Context: an optimization exercise on an open-source flow, tuned for small area and a short achievable clock period. The choices shown serve that exercise and are no tape-out recipe.
RTL that was checked went through simulation tests only; none was proved equivalent to the original.

== oak ==
==> module fpu_pfx_add, before the edit <==
module fpu_pfx_add #(
	parameter int W = 32
) (
	input  logic [W-1:0] i_a,
	input  logic [W-1:0] i_b,
	input  logic         i_ci,
	output logic [W-1:0] o_sum,
	output logic         o_co
);
	localparam int L = (W >= 32) ? 6 : (W >= 16) ? 5 : (W >= 8) ? 4 : (W >= 4) ? 3 : (W >= 2) ? 2 : 1;
	logic [W:0] g [L+1];
	logic [W:0] p [L+1];
	always_comb begin
		g[0][0] = i_ci;
		p[0][0] = 1'b0;
		for (int i = 0; i < W; i++) begin
			g[0][i+1] = i_a[i] & i_b[i];
			p[0][i+1] = i_a[i] ^ i_b[i];
		end
		for (int l = 0; l < L; l++) begin
			for (int i = 0; i <= W; i++) begin
				if (l == 0 && i > 0) begin
					g[1][i] = g[0][i] | (p[0][i] & g[0][i-1]);
					p[1][i] = p[0][i] & p[0][i-1];
				end else if ((i >> l) & 1) begin
					g[l+1][i] = g[l][i] | (p[l][i] & g[l][((i >> l) << l) - 1]);
					p[l+1][i] = p[l][i] & p[l][((i >> l) << l) - 1];
				end else begin
					g[l+1][i] = g[l][i];
					p[l+1][i] = p[l][i];
				end
			end
		end
		for (int i = 0; i < W; i++) begin
			o_sum[i] = p[0][i+1] ^ g[L][i];
		end
		o_co = g[L][W];
	end
endmodule
==> flow/config.mk <==
export PLATFORM = sky130hd
export DESIGN_NAME = fpu_top
export DESIGN_NICKNAME = fpu_top
export VERILOG_FILES = /design/flow/design.v
export SDC_FILE = /design/flow/constraint.sdc
export NUM_CORES = 4
export LEC_CHECK = 0
export ABC_AREA = 1
export CAP_MARGIN = 20
export CORE_MARGIN = 2
export CORE_UTILIZATION = 40
export SLEW_MARGIN = 20
==> flow/constraint.sdc <==
create_clock -name core_clock -period 17.0 [get_ports {clk}]
set_input_delay 3.4000 -clock core_clock [delete_from_list [all_inputs] [get_ports {clk}]]
set_output_delay 3.4000 -clock core_clock [all_outputs]
set_load 0.01 [all_outputs]
standard.sh (not shown) runs the stock make flow with config.mk's settings and CLKGATE_MAP_FILE= SYNTH_SCRIPT=/design/flow/synth_recipe.tcl, a recipe that flattens the netlist after the stock synthesis.
==> flow/flow/run.sh <==
#!/bin/bash
set -euo pipefail
ARGS=("SETUP_SLACK_MARGIN=5.5" "BUFFER_PORTS_ARGS=-buffer_cell sky130_fd_sc_hd__buf_2")
bash standard.sh "${ARGS[@]}" synth > flow_synth.log 2>&1
R=orfs/results/${FLOW_PLATFORM:-sky130hd}/fpu_top/base
cp "$R/1_2_yosys.v" "$R/1_2_yosys_std.v"
python3 flow/fixfa2.py "$R/1_2_yosys_std.v" "$R/1_2_yosys.v" > flow_fixfa.log 2>&1
touch "$R/1_2_yosys.v"
bash standard.sh "${ARGS[@]}" finish > flow_make.log 2>&1
Other scripts of this flow, unchanged in this note and not shown: flow/flow/fixfa2.py
oak has completed all stages; timing, DRC and antenna checks passed.
diff inputs: oak => pine
--- a/flow/design.v
+++ b/flow/design.v
@@ -36,10 +36,7 @@
 		end
 		for (int l = 0; l < L; l++) begin
 			for (int i = 0; i <= W; i++) begin
-				if (l == 0 && i > 0) begin
-					g[1][i] = g[0][i] | (p[0][i] & g[0][i-1]);
-					p[1][i] = p[0][i] & p[0][i-1];
-				end else if ((i >> l) & 1) begin
+				if ((i >> l) & 1) begin
 					g[l+1][i] = g[l][i] | (p[l][i] & g[l][((i >> l) << l) - 1]);
 					p[l+1][i] = p[l][i] & p[l][((i >> l) << l) - 1];
 				end else begin
Results
pine: no failed stages, no open violations at the end
Via-per-instance ratio for pine is lower than for oak.
In terms of via count, pine and oak differ only marginally.
Going from oak to pine, total of fill cells in the finished design rose 70; net count of the mapped netlist dropped 24; final hold slack fell 0.038 ns.
met3 routed wirelength in pine is 7.2% below oak.
pine against oak: synthesized area level, number of global-route vias before repair lower, cell area increased by 650 µm² relative to the old numbers, proportion of cell area spent on the clock network was more or less identical.
Function not checked in pine: the RTL went through the layout flow alone.


## main
fpu_top, a different RTL version from the one above (not shown whole).
For scale: roughly 5200 cells after synthesis, ~100 I/O pins.
==> module fpu_add_near, before the edit <==
module fpu_add_near (
	input  logic            i_a_sign,
	input  logic            i_b_sign,
	input  logic [7:0]      i_a_exp,
	input  logic [7:0]      i_b_exp,
	input  logic [23:0]     i_a_mant,
	input  logic [23:0]     i_b_mant,
	input  logic            i_a_big,
	input  logic            i_sub,
	output fpu_pkg::float_t o_sum
);
	logic        d1;
	logic [25:0] a_op;
	logic [25:0] b_op;
	logic [25:0] a_sh;
	logic [25:0] b_sh;
	logic [25:0] raw_ab;
	logic [25:0] raw_ba;
	logic [25:0] raw;
	logic [7:0]  big_exp_p1;
	logic [4:0]  lz;
	logic [25:0] norm;
	logic [22:0] frac_r;
	assign d1   = i_a_exp[0] ^ i_b_exp[0];
	assign a_op = {1'b0, i_a_mant, 1'b0};
	assign b_op = {1'b0, i_b_mant, 1'b0};
	assign a_sh = d1 ? {2'b00, i_a_mant} : a_op;
	assign b_sh = d1 ? {2'b00, i_b_mant} : b_op;
	logic co_ab;
	logic co_ba;
	fpu_pfx_add #(.W(26)) u_ab (
		.i_a   (a_op),
		.i_b   (b_sh ^ {26{i_sub}}),
		.i_ci  (i_sub),
		.o_sum (raw_ab),
		.o_co  (co_ab)
	);
	fpu_pfx_add #(.W(26)) u_ba (
		.i_a   (b_op),
		.i_b   (a_sh ^ {26{i_sub}}),
		.i_ci  (i_sub),
		.o_sum (raw_ba),
		.o_co  (co_ba)
	);
	assign raw    = i_a_big ? raw_ab : raw_ba;
	logic [7:0] a_exp_p1;
	logic [7:0] b_exp_p1;
	logic [2:0] e_co;
	logic [7:0] exp_n;
	fpu_pfx_add #(.W(8)) u_ap1 (.i_a(i_a_exp), .i_b(8'h00), .i_ci(1'b1), .o_sum(a_exp_p1), .o_co(e_co[0]));
	fpu_pfx_add #(.W(8)) u_bp1 (.i_a(i_b_exp), .i_b(8'h00), .i_ci(1'b1), .o_sum(b_exp_p1), .o_co(e_co[1]));
	assign big_exp_p1 = i_a_big ? a_exp_p1 : b_exp_p1;
	fpu_lzc32 u_lzc (.i_v({raw, 6'b0}), .o_cnt(lz));
	assign norm = raw << lz;
	fpu_pfx_add #(.W(8)) u_exp (.i_a(big_exp_p1), .i_b({3'b111, ~lz}), .i_ci(1'b1), .o_sum(exp_n), .o_co(e_co[2]));
	logic fr_co;
	fpu_pfx_add #(.W(23)) u_rnd (
		.i_a   (raw[23:1]),
		.i_b   (23'd0),
		.i_ci  (raw[0] & raw[1]),
		.o_sum (frac_r),
		.o_co  (fr_co)
	);
	always_comb begin
		if (raw == '0) begin
			o_sum.word = '0;
		end else begin
			o_sum.f.sign = i_a_big ? i_a_sign : i_b_sign;
			o_sum.f.exp  = exp_n;
			o_sum.f.frac = (raw[25:24] == 2'b01) ? frac_r : norm[24:2];
		end
	end
endmodule
Settings: LEC_CHECK=0, ABC_AREA=1, CAP_MARGIN=20, CORE_MARGIN=2, CORE_UTILIZATION=40, SETUP_SLACK_MARGIN=5, SLEW_MARGIN=20; clock period 17.0 ns.
run.sh (not shown) runs the stock make flow with config.mk's settings and CLKGATE_MAP_FILE= SYNTH_SCRIPT=/design/flow/synth_recipe.tcl, a recipe that flattens the netlist after the stock synthesis.
Stock flow here: none of the scripts above is used.
### main -> the feature branch
--- a/flow/design.v
+++ b/flow/design.v
@@ -229,52 +229,39 @@
 	input  logic            i_sub,
 	output fpu_pkg::float_t o_sum
 );
 	logic        d1;
-	logic [25:0] a_op;
-	logic [25:0] b_op;
-	logic [25:0] a_sh;
-	logic [25:0] b_sh;
-	logic [25:0] raw_ab;
-	logic [25:0] raw_ba;
+	logic [23:0] big_mant;
+	logic [23:0] small_mant;
+	logic [25:0] small_sh;
 	logic [25:0] raw;
+	logic        raw_co;
+	logic [7:0]  a_exp_p1;
+	logic [7:0]  b_exp_p1;
 	logic [7:0]  big_exp_p1;
+	logic [2:0]  e_co;
+	logic [7:0]  exp_n;
 	logic [4:0]  lz;
 	logic [25:0] norm;
 	logic [22:0] frac_r;
-	assign d1   = i_a_exp[0] ^ i_b_exp[0];
-	assign a_op = {1'b0, i_a_mant, 1'b0};
-	assign b_op = {1'b0, i_b_mant, 1'b0};
-	assign a_sh = d1 ? {2'b00, i_a_mant} : a_op;
-	assign b_sh = d1 ? {2'b00, i_b_mant} : b_op;
-	logic co_ab;
-	logic co_ba;
-	fpu_pfx_add #(.W(26)) u_ab (
-		.i_a   (a_op),
-		.i_b   (b_sh ^ {26{i_sub}}),
+	logic        fr_co;
+	assign d1         = i_a_exp[0] ^ i_b_exp[0];
+	assign big_mant   = i_a_big ? i_a_mant : i_b_mant;
+	assign small_mant = i_a_big ? i_b_mant : i_a_mant;
+	assign small_sh   = d1 ? {2'b00, small_mant} : {1'b0, small_mant, 1'b0};
+	fpu_pfx_add #(.W(26)) u_sub (
+		.i_a   ({1'b0, big_mant, 1'b0}),
+		.i_b   (small_sh ^ {26{i_sub}}),
 		.i_ci  (i_sub),
-		.o_sum (raw_ab),
-		.o_co  (co_ab)
+		.o_sum (raw),
+		.o_co  (raw_co)
 	);
-	fpu_pfx_add #(.W(26)) u_ba (
-		.i_a   (b_op),
-		.i_b   (a_sh ^ {26{i_sub}}),
-		.i_ci  (i_sub),
-		.o_sum (raw_ba),
-		.o_co  (co_ba)
-	);
-	assign raw    = i_a_big ? raw_ab : raw_ba;
-	logic [7:0] a_exp_p1;
-	logic [7:0] b_exp_p1;
-	logic [2:0] e_co;
-	logic [7:0] exp_n;
 	fpu_pfx_add #(.W(8)) u_ap1 (.i_a(i_a_exp), .i_b(8'h00), .i_ci(1'b1), .o_sum(a_exp_p1), .o_co(e_co[0]));
 	fpu_pfx_add #(.W(8)) u_bp1 (.i_a(i_b_exp), .i_b(8'h00), .i_ci(1'b1), .o_sum(b_exp_p1), .o_co(e_co[1]));
 	assign big_exp_p1 = i_a_big ? a_exp_p1 : b_exp_p1;
 	fpu_lzc32 u_lzc (.i_v({raw, 6'b0}), .o_cnt(lz));
 	assign norm = raw << lz;
 	fpu_pfx_add #(.W(8)) u_exp (.i_a(big_exp_p1), .i_b({3'b111, ~lz}), .i_ci(1'b1), .o_sum(exp_n), .o_co(e_co[2]));
-	logic fr_co;
 	fpu_pfx_add #(.W(23)) u_rnd (
 		.i_a   (raw[23:1]),
 		.i_b   (23'd0),
 		.i_ci  (raw[0] & raw[1]),
[summary]
The source of the critical timing path comes out i_a[7] in one run and i_b[17] in the other, namely in the feature branch and main respectively.
Comparing the feature branch and main, count of plain and timing-repair buffers in the layout is higher on main.
main and the feature branch ended up with roughly the same number of vias per cell after detailed routing.
The feature branch contains fewer vias than main.
From main to the feature branch the numbers moved as follows: detailed-route wire length went down.
Function was not checked in any run of this note: the RTL went through the layout flow alone.


RTL: one of the versions met above, not the one the previous note started from.
Size: about 4800 cells after synthesis, about 100 I/O pins, about 30000 µm² of cells after synthesis.
==> module fpu_multiplier, before the edit <==
module fpu_multiplier (
	input  fpu_pkg::float_t i_a,
	input  fpu_pkg::float_t i_b,
	output logic [47:0]     o_raw,
	output logic [5:0]      o_shift,
	input  logic [47:23]    i_norm,
	output fpu_pkg::float_t o_product
);
	logic [23:0] a_mant;
	logic [23:0] b_mant;
	logic [4:0]  a_lz;
	logic [4:0]  b_lz;
	logic [5:0]  shift;
	logic [47:0] row0;
	logic [47:0] row1;
	logic [47:0] product;
	logic [47:23] norm;
	logic [7:0]  exp_base;
	assign a_mant = {|i_a.f.exp, i_a.f.frac};
	assign b_mant = {|i_b.f.exp, i_b.f.frac};
	fpu_lzc32 u_lza (.i_v({a_mant, 8'hff}), .o_cnt(a_lz));
	fpu_lzc32 u_lzb (.i_v({b_mant, 8'hff}), .o_cnt(b_lz));
	assign shift = {1'b0, a_lz} + {1'b0, b_lz};
	fpu_mul_tree u_tree (
		.i_a    (a_mant),
		.i_b    (b_mant),
		.o_row0 (row0),
		.o_row1 (row1)
	);
	logic prod_co;
	fpu_pfx_add #(.W(48)) u_cpa (
		.i_a   (row0),
		.i_b   (row1),
		.i_ci  (1'b0),
		.o_sum (product),
		.o_co  (prod_co)
	);
	assign o_raw   = product;
	assign o_shift = shift;
	assign norm    = i_norm;
	assign exp_base = (i_a.f.exp | {7'b0, ~|i_a.f.exp}) + (i_b.f.exp | {7'b0, ~|i_b.f.exp})
	                  - 8'(127) - {2'b0, shift};
	logic [7:0] exp_p1;
	logic       e_co;
	fpu_pfx_add #(.W(8)) u_ep1 (.i_a(exp_base), .i_b(8'h00), .i_ci(1'b1), .o_sum(exp_p1), .o_co(e_co));
	always_comb begin
		o_product.f.sign = i_a.f.sign ^ i_b.f.sign;
		if (norm[47]) begin
			o_product.f.exp  = exp_p1;
			o_product.f.frac = norm[46:24];
		end else begin
			o_product.f.exp  = exp_base;
			o_product.f.frac = norm[45:23];
		end
	end
endmodule
==> module fpu_top, before the edit <==
module fpu_top (
	input  logic             clk,
	input  logic             i_rst_n,
	input  logic [1:0]       i_op,
	input  logic [31:0]      i_a,
	input  logic [31:0]      i_b,
	output logic [31:0]      o_result
);
	fpu_pkg::float_t a_w;
	fpu_pkg::float_t b_w;
	logic   is_sub;
	logic   is_mul;
	logic   is_rsv;
	fpu_pkg::float_t eff_b;
	logic   sel_a;
	logic   sel_b;
	logic   sel_zero;
	logic   sel_inf;
	logic   sel_arith;
	fpu_pkg::float_t near_sum;
	fpu_pkg::float_t far_sum;
	logic   near;
	fpu_pkg::float_t product;
	logic   sel_near;
	logic   sel_far;
	logic   sel_prod;
	logic   sign_x;
	logic [31:0] early;
	logic [31:0] next_result;
	logic [25:0] near_raw;
	logic [4:0]  near_lz;
	logic [47:0] prod_raw;
	logic [5:0]  prod_shift;
	logic [47:0] sh_in;
	logic [5:0]  sh_amt;
	logic [47:0] sh_out;
	assign a_w.word = i_a;
	assign b_w.word = i_b;
	assign is_sub = (i_op == fpu_pkg::op_sub);
	assign is_mul = (i_op == fpu_pkg::op_mul);
	assign is_rsv = (i_op == fpu_pkg::op_rsv);
	always_comb begin
		eff_b        = b_w;
		eff_b.f.sign = b_w.f.sign ^ is_sub;
	end
	fpu_special_case u_special (
		.i_a        (a_w),
		.i_b        (eff_b),
		.i_is_mul   (is_mul),
		.i_is_rsv   (is_rsv),
		.o_sel_a    (sel_a),
		.o_sel_b    (sel_b),
		.o_sel_zero (sel_zero),
		.o_sel_inf  (sel_inf),
		.o_sel_arith(sel_arith)
	);
	fpu_adder u_adder (
		.i_a        (a_w),
		.i_b        (eff_b),
		.o_near_raw (near_raw),
		.o_near_lz  (near_lz),
		.i_near_norm(sh_out[46:24]),
		.o_near     (near),
		.o_near_sum (near_sum),
		.o_far_sum  (far_sum)
	);
	fpu_multiplier u_mult (
		.i_a       (a_w),
		.i_b       (b_w),
		.o_raw     (prod_raw),
		.o_shift   (prod_shift),
		.i_norm    (sh_out[47:23]),
		.o_product (product)
	);
	assign sh_in  = is_mul ? prod_raw : {near_raw, 22'b0};
	assign sh_amt = is_mul ? prod_shift : {1'b0, near_lz};
	assign sh_out = sh_in << sh_amt;
	assign sign_x   = i_a[31] ^ i_b[31];
	assign sel_prod = sel_arith & is_mul;
	assign sel_near = sel_arith & ~is_mul & near;
	assign sel_far  = sel_arith & ~is_mul & ~near;
	assign early[31]    = (i_a[31] & sel_a) | (eff_b.f.sign & sel_b) | (sign_x & (sel_zero | sel_inf));
	assign early[30:23] = (i_a[30:23] & {8{sel_a}}) | (i_b[30:23] & {8{sel_b}}) | {8{sel_inf | is_rsv}};
	assign early[22]    = (i_a[22] & sel_a) | (i_b[22] & sel_b) | is_rsv;
	assign early[21:0]  = (i_a[21:0] & {22{sel_a}}) | (i_b[21:0] & {22{sel_b}});
	assign next_result = early
	                   | (near_sum.word & {32{sel_near}})
	                   | (far_sum.word & {32{sel_far}})
	                   | (product.word & {32{sel_prod}});
	always_ff @(posedge clk or negedge i_rst_n) begin
		if (!i_rst_n) begin
			o_result <= '0;
		end else begin
			o_result <= next_result;
		end
	end
endmodule
Settings: LEC_CHECK=0, ABC_AREA=1, CAP_MARGIN=20, CORE_MARGIN=2, CORE_UTILIZATION=40, SLEW_MARGIN=20; clock period 17.0 ns.
standard.sh (not shown) runs the stock make flow with config.mk's settings and CLKGATE_MAP_FILE= SYNTH_SCRIPT=/design/flow/synth_recipe.tcl, a recipe that flattens the netlist after the stock synthesis.
==> flow/flow/run.sh <==
#!/bin/bash
set -euo pipefail
ARGS=("SETUP_SLACK_MARGIN=6" "BUFFER_PORTS_ARGS=-buffer_cell sky130_fd_sc_hd__buf_2")
bash standard.sh "${ARGS[@]}" synth > flow_synth.log 2>&1
R=orfs/results/${FLOW_PLATFORM:-sky130hd}/fpu_top/base
cp "$R/1_2_yosys.v" "$R/1_2_yosys_std.v"
python3 flow/fixfa2.py "$R/1_2_yosys_std.v" "$R/1_2_yosys.v" > flow_fixfa.log 2>&1
touch "$R/1_2_yosys.v"
bash standard.sh "${ARGS[@]}" finish > flow_make.log 2>&1
Other scripts of this flow, unchanged in this note and not shown: flow/flow/fixfa2.py
Change:
--- a/flow/design.v
+++ b/flow/design.v
@@ -377,11 +377,13 @@
 	input  fpu_pkg::float_t i_a,
 	input  fpu_pkg::float_t i_b,
 	output logic [47:0]     o_raw,
 	output logic [5:0]      o_shift,
 	input  logic [47:23]    i_norm,
-	output fpu_pkg::float_t o_product
+	output logic            o_top,
+	output logic [31:0]     o_product_hi,
+	output logic [31:0]     o_product_lo
 );
 	logic [23:0] a_mant;
 	logic [23:0] b_mant;
 	logic [4:0]  a_lz;
 	logic [4:0]  b_lz;
@@ -416,20 +418,13 @@
 	assign exp_base = (i_a.f.exp | {7'b0, ~|i_a.f.exp}) + (i_b.f.exp | {7'b0, ~|i_b.f.exp})
 	                  - 8'(127) - {2'b0, shift};
 	logic [7:0] exp_p1;
 	logic       e_co;
 	fpu_pfx_add #(.W(8)) u_ep1 (.i_a(exp_base), .i_b(8'h00), .i_ci(1'b1), .o_sum(exp_p1), .o_co(e_co));
-	always_comb begin
-		o_product.f.sign = i_a.f.sign ^ i_b.f.sign;
-		if (norm[47]) begin
-			o_product.f.exp  = exp_p1;
-			o_product.f.frac = norm[46:24];
-		end else begin
-			o_product.f.exp  = exp_base;
-			o_product.f.frac = norm[45:23];
-		end
-	end
+	assign o_top = norm[47];
+	assign o_product_hi = {i_a.f.sign ^ i_b.f.sign, exp_p1, norm[46:24]};
+	assign o_product_lo = {i_a.f.sign ^ i_b.f.sign, exp_base, norm[45:23]};
 endmodule
 module fpu_mul_tree (
 	input  logic [23:0] i_a,
 	input  logic [23:0] i_b,
 	output logic [47:0] o_row0,
@@ -933,11 +928,13 @@
 	logic   sel_inf;
 	logic   sel_arith;
 	fpu_pkg::float_t near_sum;
 	fpu_pkg::float_t far_sum;
 	logic   near;
-	fpu_pkg::float_t product;
+	logic   prod_top;
+	logic [31:0] product_hi;
+	logic [31:0] product_lo;
 	logic   sel_near;
 	logic   sel_far;
 	logic   sel_prod;
 	logic   sign_x;
 	logic [31:0] early;
@@ -983,11 +980,13 @@
 		.i_a       (a_w),
 		.i_b       (b_w),
 		.o_raw     (prod_raw),
 		.o_shift   (prod_shift),
 		.i_norm    (sh_out[47:23]),
-		.o_product (product)
+		.o_top        (prod_top),
+		.o_product_hi (product_hi),
+		.o_product_lo (product_lo)
 	);
 	assign sh_in  = is_mul ? prod_raw : {near_raw, 22'b0};
 	assign sh_amt = is_mul ? prod_shift : {1'b0, near_lz};
 	assign sh_out = sh_in << sh_amt;
 	assign sign_x   = i_a[31] ^ i_b[31];
@@ -999,11 +998,12 @@
 	assign early[22]    = (i_a[22] & sel_a) | (i_b[22] & sel_b) | is_rsv;
 	assign early[21:0]  = (i_a[21:0] & {22{sel_a}}) | (i_b[21:0] & {22{sel_b}});
 	assign next_result = early
 	                   | (near_sum.word & {32{sel_near}})
 	                   | (far_sum.word & {32{sel_far}})
-	                   | (product.word & {32{sel_prod}});
+	                   | (product_hi & {32{sel_prod & prod_top}})
+	                   | (product_lo & {32{sel_prod & ~prod_top}});
 	always_ff @(posedge clk or negedge i_rst_n) begin
 		if (!i_rst_n) begin
 			o_result <= '0;
 		end else begin
 			o_result <= next_result;
Effect: The changed run finished with timing, DRC and antenna clean; synthesized area decreases by about 0.47%; via count is higher by 0.32%; maximum frequency went up by 0.43%; hold slack gets worse by 47 ps; worst setup slack gets better by 47 ps; die area drops by about 0.46%; routed wire length barely changes.
For the second run of this note, only the layout was checked, not whether the RTL still works.

[re-timing with driven ports]
The results above use ideal ports. As a check the final layouts listed here were re-extracted and re-timed, cells and wires unchanged.
Step 1: set_driving_cell puts a clkbuf_16 on clk and a buf_2 on each other input, an assumption about the parent block.
Step 2 times the ports against the registers' clock, not the clock port: input delays grow and output delays shrink by t, the midpoint of the rising clock arrivals with the driver on.
Slacks: ideal / step 1 / step 2; pairs: ideal / step 1.
run	t (ns)	setup slack, ns	hold WS [ns]	latest minus earliest clock arrival (ns)	worst register clock-pin slew, ns
oak	0.330	5.806 / 5.829 / 5.500	3.228 / 3.215 / 3.544	0.013 / 0.013	0.07 / 0.07
pine	0.306	5.844 / 5.854 / 5.548	3.190 / 3.180 / 3.487	0.007 / 0.007	0.06 / 0.06
main	0.333	5.326 / 5.341 / 5.008	3.245 / 3.228 / 3.561	0.010 / 0.010	0.06 / 0.06
the feature branch	0.340	5.285 / 5.306 / 4.966	3.217 / 3.197 / 3.537	0.013 / 0.013	0.07 / 0.07
the first run of note 3	0.336	6.237 / 6.260 / 5.924	3.233 / 3.214 / 3.550	0.013 / 0.012	0.07 / 0.07
the second run of note 3	0.317	6.284 / 6.301 / 5.984	3.186 / 3.176 / 3.493	0.008 / 0.008	0.06 / 0.06
After both steps setup and hold are still met in every run listed. The setup slack of the feature branch, which loses most, moves by +0.021 ns with the drivers and by -0.319 ns with both steps.
